Source: an optimization exercise on an open RTL-to-GDS flow (aim: small area, a short achievable clock period and few clock cycles). Production flows keep margins and buffers that such runs may drop.
The RTL was checked by simulation tests, not by an equivalence proof against the original design.
Power and IR drop assume default switching activity.

==> inputs of run a <==
// execute_mc
module execute_mc #(
  parameter int N     = 64,
  parameter int MUL_K = 4
) (
  input  logic         clk,
  input  logic         reset,
  input  logic         valid_E,
  input  logic         flush_E,
  input  logic         AluSrc,
  input  logic         mov,
  input  logic [3:0]   AluControl,
  input  logic [4:0]   ID_EXRegRn,
  input  logic [4:0]   ID_EXRegRm,
  input  logic [4:0]   EX_MEMRegRd,
  input  logic [4:0]   MEM_WBRegRd,
  input  logic         EX_MEMregWrite,
  input  logic         MEM_WBregWrite,
  input  logic [N-1:0] EX_MEMResult,
  input  logic [N-1:0] memoryResult,
  input  logic [N-1:0] PC_E,
  input  logic [N-1:0] signImm_E,
  input  logic [N-1:0] readData1_E,
  input  logic [N-1:0] readData2_E,
  output logic [N-1:0] PCBranch_E,
  output logic [N-1:0] aluResult_E,
  output logic [N-1:0] writeData_E,
  output logic         zero_E,
  output logic         stall_E,
  output logic         done_E
);
==> flow/config.mk <==
export PLATFORM = sky130hd
export DESIGN_NAME = execute_mc
export DESIGN_NICKNAME = execute_mc
export VERILOG_FILES = /design/flow/design.v
export SDC_FILE = /design/flow/constraint.sdc
export NUM_CORES = 4
export LEC_CHECK = 0
export ABC_AREA = 1
export CAP_MARGIN = 20
export CORE_MARGIN = 2
export CORE_UTILIZATION = 40
export SETUP_SLACK_MARGIN = 4
export SLEW_MARGIN = 20
==> flow/constraint.sdc <==
create_clock -name core_clock -period 13.0 [get_ports {clk}]
set_input_delay 2.6000 -clock core_clock [delete_from_list [all_inputs] [get_ports {clk}]]
set_output_delay 2.6000 -clock core_clock [all_outputs]
set_load 0.01 [all_outputs]
standard.sh (not shown) runs the stock make flow with config.mk's settings and CLKGATE_MAP_FILE= SYNTH_SCRIPT=/design/flow/synth_recipe.tcl, a recipe that flattens the netlist after the stock synthesis.
==> flow/flow/run.sh <==
#!/bin/bash
# The standard layout (the standard.sh, all steps) with two changes:
# - the buffers that buffer_ports puts on every input and output port are
#   sky130_fd_sc_hd__buf_1 instead of the resizer's default choice (clkdlybuf4s50_1, almost three times
#   the area); timing repair still resizes any of them that sit on a critical path;
# - the half-adder cells are added to the platform's don't-use list, so synthesis does not
#   wrap the adders' first level in half-adder boxes that ABC cannot time through.
# make's full output goes to flow_make.log here; ORFS keeps each step's log under orfs/logs.
set -o pipefail
PLATFORM_DONT_USE="sky130_fd_sc_hd__probe_p_8 sky130_fd_sc_hd__probec_p_8 sky130_fd_sc_hd__lpflow_bleeder_1 sky130_fd_sc_hd__lpflow_clkbufkapwr_1 sky130_fd_sc_hd__lpflow_clkbufkapwr_16 sky130_fd_sc_hd__lpflow_clkbufkapwr_2 sky130_fd_sc_hd__lpflow_clkbufkapwr_4 sky130_fd_sc_hd__lpflow_clkbufkapwr_8 sky130_fd_sc_hd__lpflow_clkinvkapwr_1 sky130_fd_sc_hd__lpflow_clkinvkapwr_16 sky130_fd_sc_hd__lpflow_clkinvkapwr_2 sky130_fd_sc_hd__lpflow_clkinvkapwr_4 sky130_fd_sc_hd__lpflow_clkinvkapwr_8 sky130_fd_sc_hd__lpflow_decapkapwr_12 sky130_fd_sc_hd__lpflow_decapkapwr_3 sky130_fd_sc_hd__lpflow_decapkapwr_4 sky130_fd_sc_hd__lpflow_decapkapwr_6 sky130_fd_sc_hd__lpflow_decapkapwr_8 sky130_fd_sc_hd__lpflow_inputiso0n_1 sky130_fd_sc_hd__lpflow_inputiso0p_1 sky130_fd_sc_hd__lpflow_inputiso1n_1 sky130_fd_sc_hd__lpflow_inputiso1p_1 sky130_fd_sc_hd__lpflow_inputisolatch_1 sky130_fd_sc_hd__lpflow_isobufsrc_1 sky130_fd_sc_hd__lpflow_isobufsrc_16 sky130_fd_sc_hd__lpflow_isobufsrc_2 sky130_fd_sc_hd__lpflow_isobufsrc_4 sky130_fd_sc_hd__lpflow_isobufsrc_8 sky130_fd_sc_hd__lpflow_isobufsrckapwr_16 sky130_fd_sc_hd__lpflow_lsbuf_lh_hl_isowell_tap_1 sky130_fd_sc_hd__lpflow_lsbuf_lh_hl_isowell_tap_2 sky130_fd_sc_hd__lpflow_lsbuf_lh_hl_isowell_tap_4 sky130_fd_sc_hd__lpflow_lsbuf_lh_isowell_4 sky130_fd_sc_hd__lpflow_lsbuf_lh_isowell_tap_1 sky130_fd_sc_hd__lpflow_lsbuf_lh_isowell_tap_2 sky130_fd_sc_hd__lpflow_lsbuf_lh_isowell_tap_4"
bash standard.sh \
  BUFFER_PORTS_ARGS="-buffer_cell sky130_fd_sc_hd__buf_1" \
  DONT_USE_CELLS="$PLATFORM_DONT_USE sky130_fd_sc_hd__ha_1 sky130_fd_sc_hd__ha_2 sky130_fd_sc_hd__ha_4" \
  finish > flow_make.log 2>&1
==> run b (differences from run a) <==
==> flow/flow/run.sh (replaced) <==
#!/bin/bash
# The standard layout (the standard.sh, all steps) with two changes:
# - the buffers that buffer_ports puts on every input and output port are
#   sky130_fd_sc_hd__buf_2 instead of the resizer's default choice (clkdlybuf4s50_1, twice
#   the area); timing repair still resizes any of them that sit on a critical path;
# - the half-adder cells are added to the platform's don't-use list, so synthesis does not
#   wrap the adders' first level in half-adder boxes that ABC cannot time through.
# make's full output goes to flow_make.log here; ORFS keeps each step's log under orfs/logs.
set -o pipefail
PLATFORM_DONT_USE="sky130_fd_sc_hd__probe_p_8 sky130_fd_sc_hd__probec_p_8 sky130_fd_sc_hd__lpflow_bleeder_1 sky130_fd_sc_hd__lpflow_clkbufkapwr_1 sky130_fd_sc_hd__lpflow_clkbufkapwr_16 sky130_fd_sc_hd__lpflow_clkbufkapwr_2 sky130_fd_sc_hd__lpflow_clkbufkapwr_4 sky130_fd_sc_hd__lpflow_clkbufkapwr_8 sky130_fd_sc_hd__lpflow_clkinvkapwr_1 sky130_fd_sc_hd__lpflow_clkinvkapwr_16 sky130_fd_sc_hd__lpflow_clkinvkapwr_2 sky130_fd_sc_hd__lpflow_clkinvkapwr_4 sky130_fd_sc_hd__lpflow_clkinvkapwr_8 sky130_fd_sc_hd__lpflow_decapkapwr_12 sky130_fd_sc_hd__lpflow_decapkapwr_3 sky130_fd_sc_hd__lpflow_decapkapwr_4 sky130_fd_sc_hd__lpflow_decapkapwr_6 sky130_fd_sc_hd__lpflow_decapkapwr_8 sky130_fd_sc_hd__lpflow_inputiso0n_1 sky130_fd_sc_hd__lpflow_inputiso0p_1 sky130_fd_sc_hd__lpflow_inputiso1n_1 sky130_fd_sc_hd__lpflow_inputiso1p_1 sky130_fd_sc_hd__lpflow_inputisolatch_1 sky130_fd_sc_hd__lpflow_isobufsrc_1 sky130_fd_sc_hd__lpflow_isobufsrc_16 sky130_fd_sc_hd__lpflow_isobufsrc_2 sky130_fd_sc_hd__lpflow_isobufsrc_4 sky130_fd_sc_hd__lpflow_isobufsrc_8 sky130_fd_sc_hd__lpflow_isobufsrckapwr_16 sky130_fd_sc_hd__lpflow_lsbuf_lh_hl_isowell_tap_1 sky130_fd_sc_hd__lpflow_lsbuf_lh_hl_isowell_tap_2 sky130_fd_sc_hd__lpflow_lsbuf_lh_hl_isowell_tap_4 sky130_fd_sc_hd__lpflow_lsbuf_lh_isowell_4 sky130_fd_sc_hd__lpflow_lsbuf_lh_isowell_tap_1 sky130_fd_sc_hd__lpflow_lsbuf_lh_isowell_tap_2 sky130_fd_sc_hd__lpflow_lsbuf_lh_isowell_tap_4"
bash standard.sh \
  BUFFER_PORTS_ARGS="-buffer_cell sky130_fd_sc_hd__buf_2" \
  DONT_USE_CELLS="$PLATFORM_DONT_USE sky130_fd_sc_hd__ha_1 sky130_fd_sc_hd__ha_2 sky130_fd_sc_hd__ha_4" \
  finish > flow_make.log 2>&1
CORE_UTILIZATION = 45   (was 40)
==> flow_summary.toml <==
[final_layout]
seq_share_pct = 6.35
finalInstanceArea_mm2 = 0.0808
n_antenna_cell = 56
drive_gt1_share_pct = 22.6
final_nets = 11300

[place]
place_hpwl_um = 333000

[grt]
use_met2_pct = 79.1
grt_max_degree = 75

[sta]
worst_slack_ns = 3.70

[outcome]
outcome = "no timing/DRC/antenna violations"

[power]
p_clk_share_pct = 4.3

[floorplan]
die_w_um = 391
[end of results for run b]
==> flow_summary.toml <==
[outcome]
outcome = "no timing/DRC/antenna violations"

[final_layout]
seq_cell_count = 256
n_antenna_cell = 39
drive_gt1_share_pct = 18.3
final_nets = 11300
seq_share_pct = 6.33

[grt]
use_met2_pct = 73.4
grt_max_degree = 107

[synth]
yosysMostFrequentCell = "nand2_1"
synth_xor_area_share_pct = 16.6

[power]
p_clk_share_pct = 4.7

[sta]
maxSlewHeadroom_pct = 16.0
worst_slack_ns = 3.82

[worst_setup_path]
crit_path_end = "aluResult_E[54]"

[floorplan]
die_w_um = 414

[place]
place_hpwl_um = 353000
numPortBuffers = 606

[drt]
vias_per_cell = 6.58

[cts]
cts.sinks = 256
[end of results for run a]
Testbench counts of run a, summed over its fixed seeds: cycles 19,990.
Testbench counts of run b, summed over its fixed seeds: cycles 19,990.


==> garnet: inputs <==
Another version of the RTL of execute_mc (not shown whole).
clock: 13.0 ns
lec_check: 0
abc_area: 1
cap_margin: 20
core_margin: 2
core_utilization: 45
setup_slack_margin: 4
slew_margin: 20
==> flow/flow/run.sh <==
#!/bin/bash
# The standard layout (the standard.sh, all steps), with one change: the buffers that
# buffer_ports puts on every input and output port are sky130_fd_sc_hd__buf_2 instead of
# the resizer's default choice (clkdlybuf4s50_1, twice the area). Timing repair still
# resizes any of them that sit on a critical path.
# make's full output goes to flow_make.log here; ORFS keeps each step's log under orfs/logs.
set -o pipefail
bash standard.sh BUFFER_PORTS_ARGS="-buffer_cell sky130_fd_sc_hd__buf_2" finish > flow_make.log 2>&1
==> tundra (differences from garnet) <==
==> flow/run.sh (new file) <==
#!/bin/bash
# synth_recipe.tcl (not shown) runs the flow's synth.tcl, then flattens the netlist and writes it again
# the make line also repeats each setting of config.mk as NAME=value (left out here)
make -C /OpenROAD-flow-scripts/flow DESIGN_CONFIG=/design/flow/config.mk WORK_HOME=/design/flow/orfs CLKGATE_MAP_FILE= SYNTH_SCRIPT=/design/flow/synth_recipe.tcl finish
removed: flow/flow/run.sh
removed: flow/standard.sh
==> notes <==
Routed wire length is about the same in tundra and garnet. Of tundra and garnet, garnet has the higher first-iteration DRC count (gap 9.5%, measured against garnet). In tundra the sequential share of layout area is lower than in garnet, by 0.40 points. In garnet the final cell count is lower than in tundra, by 2.1%. Worst hold slack: garnet is better than tundra (470 ps). Against garnet, the power of tundra is lower by about 0.8%. Sequential power is about the same in garnet and tundra. Sequential cell count is the same in tundra and garnet. Count of clock-buffer cells in the layout is the same in garnet and tundra.
==> figures <==
quantity	tundra	garnet
Delay contributed by the slowest stage of the critical path	420 ps	270 ps
Final worst path period share	0.744	0.746
Combinational logic power	22.5 mW	22.7 mW
Post-route standard cell area excluding fillers	89,400 µm²	82,100 µm²
Detailed-route via count	82,800	81,900
Wirelength, routed	464,000 µm	463,000 µm
Number of signal-net buffers in the layout	1,340	1,064
Global-route usage over all layers	0.571	0.572
Net count of the finished layout	12,100	11,800
Status	complete, no violations	complete, no violations
Layout inverter count without the clock tree	2,097	2,095
Non-Clock Buffer Area Fraction	0.146	0.0927
Detailed router's first-iteration violation count	13,100	14,400
Final HPWL DP	361,000 µm	369,000 µm
Clock buffers and inverters, area share	0.00699	0.00764
Post-synthesis to final-layout area growth	29.7%	19.1%
Final core utilization	0.588	0.540
Time the worst path needs with I/O delays and setup	9680 ps	9700 ps
Switching portion of total power	0.575	0.590
Clock-pin slew on the worst setup and hold paths	100 ps	90 ps
Testbench counts of garnet, summed over its fixed seeds: cycles 19,990.
Testbench counts of tundra, summed over its fixed seeds: cycles 19,990.

==> separate check: timing with driven ports <==
The flow's constraints put no driver on any port. The routed layouts listed below were extracted and timed again, unchanged, in two steps. Step 1 assumes that a clkbuf_16 drives the clock port and a buf_2 every other input. Step 2 times the ports against the registers' clock, not the clock port: input delays grow and output delays shrink by t, the midpoint of the rising clock arrivals with the driver on. Three values: ideal, step 1, step 2; two values: the first two.
| run | t (ns) | slack for setup (ns) | slew at the worst register clock pin (ns) |
|---|---|---|---|
| run a | 0.726 | 3.817 / 3.771 / 3.359 | 0.08 / 0.08 |
| run b | 0.701 | 3.703 / 3.679 / 3.301 | 0.08 / 0.08 |
| garnet | 0.655 | 3.296 / 3.217 / 3.034 | 0.11 / 0.11 |
| tundra | 0.637 | 3.324 / 3.254 / 3.170 | 0.11 / 0.11 |
After both steps setup and hold are still met in every run listed. For run a, which loses most, drivers alone change the setup slack by -0.046 ns; drivers and shift together by -0.458 ns.
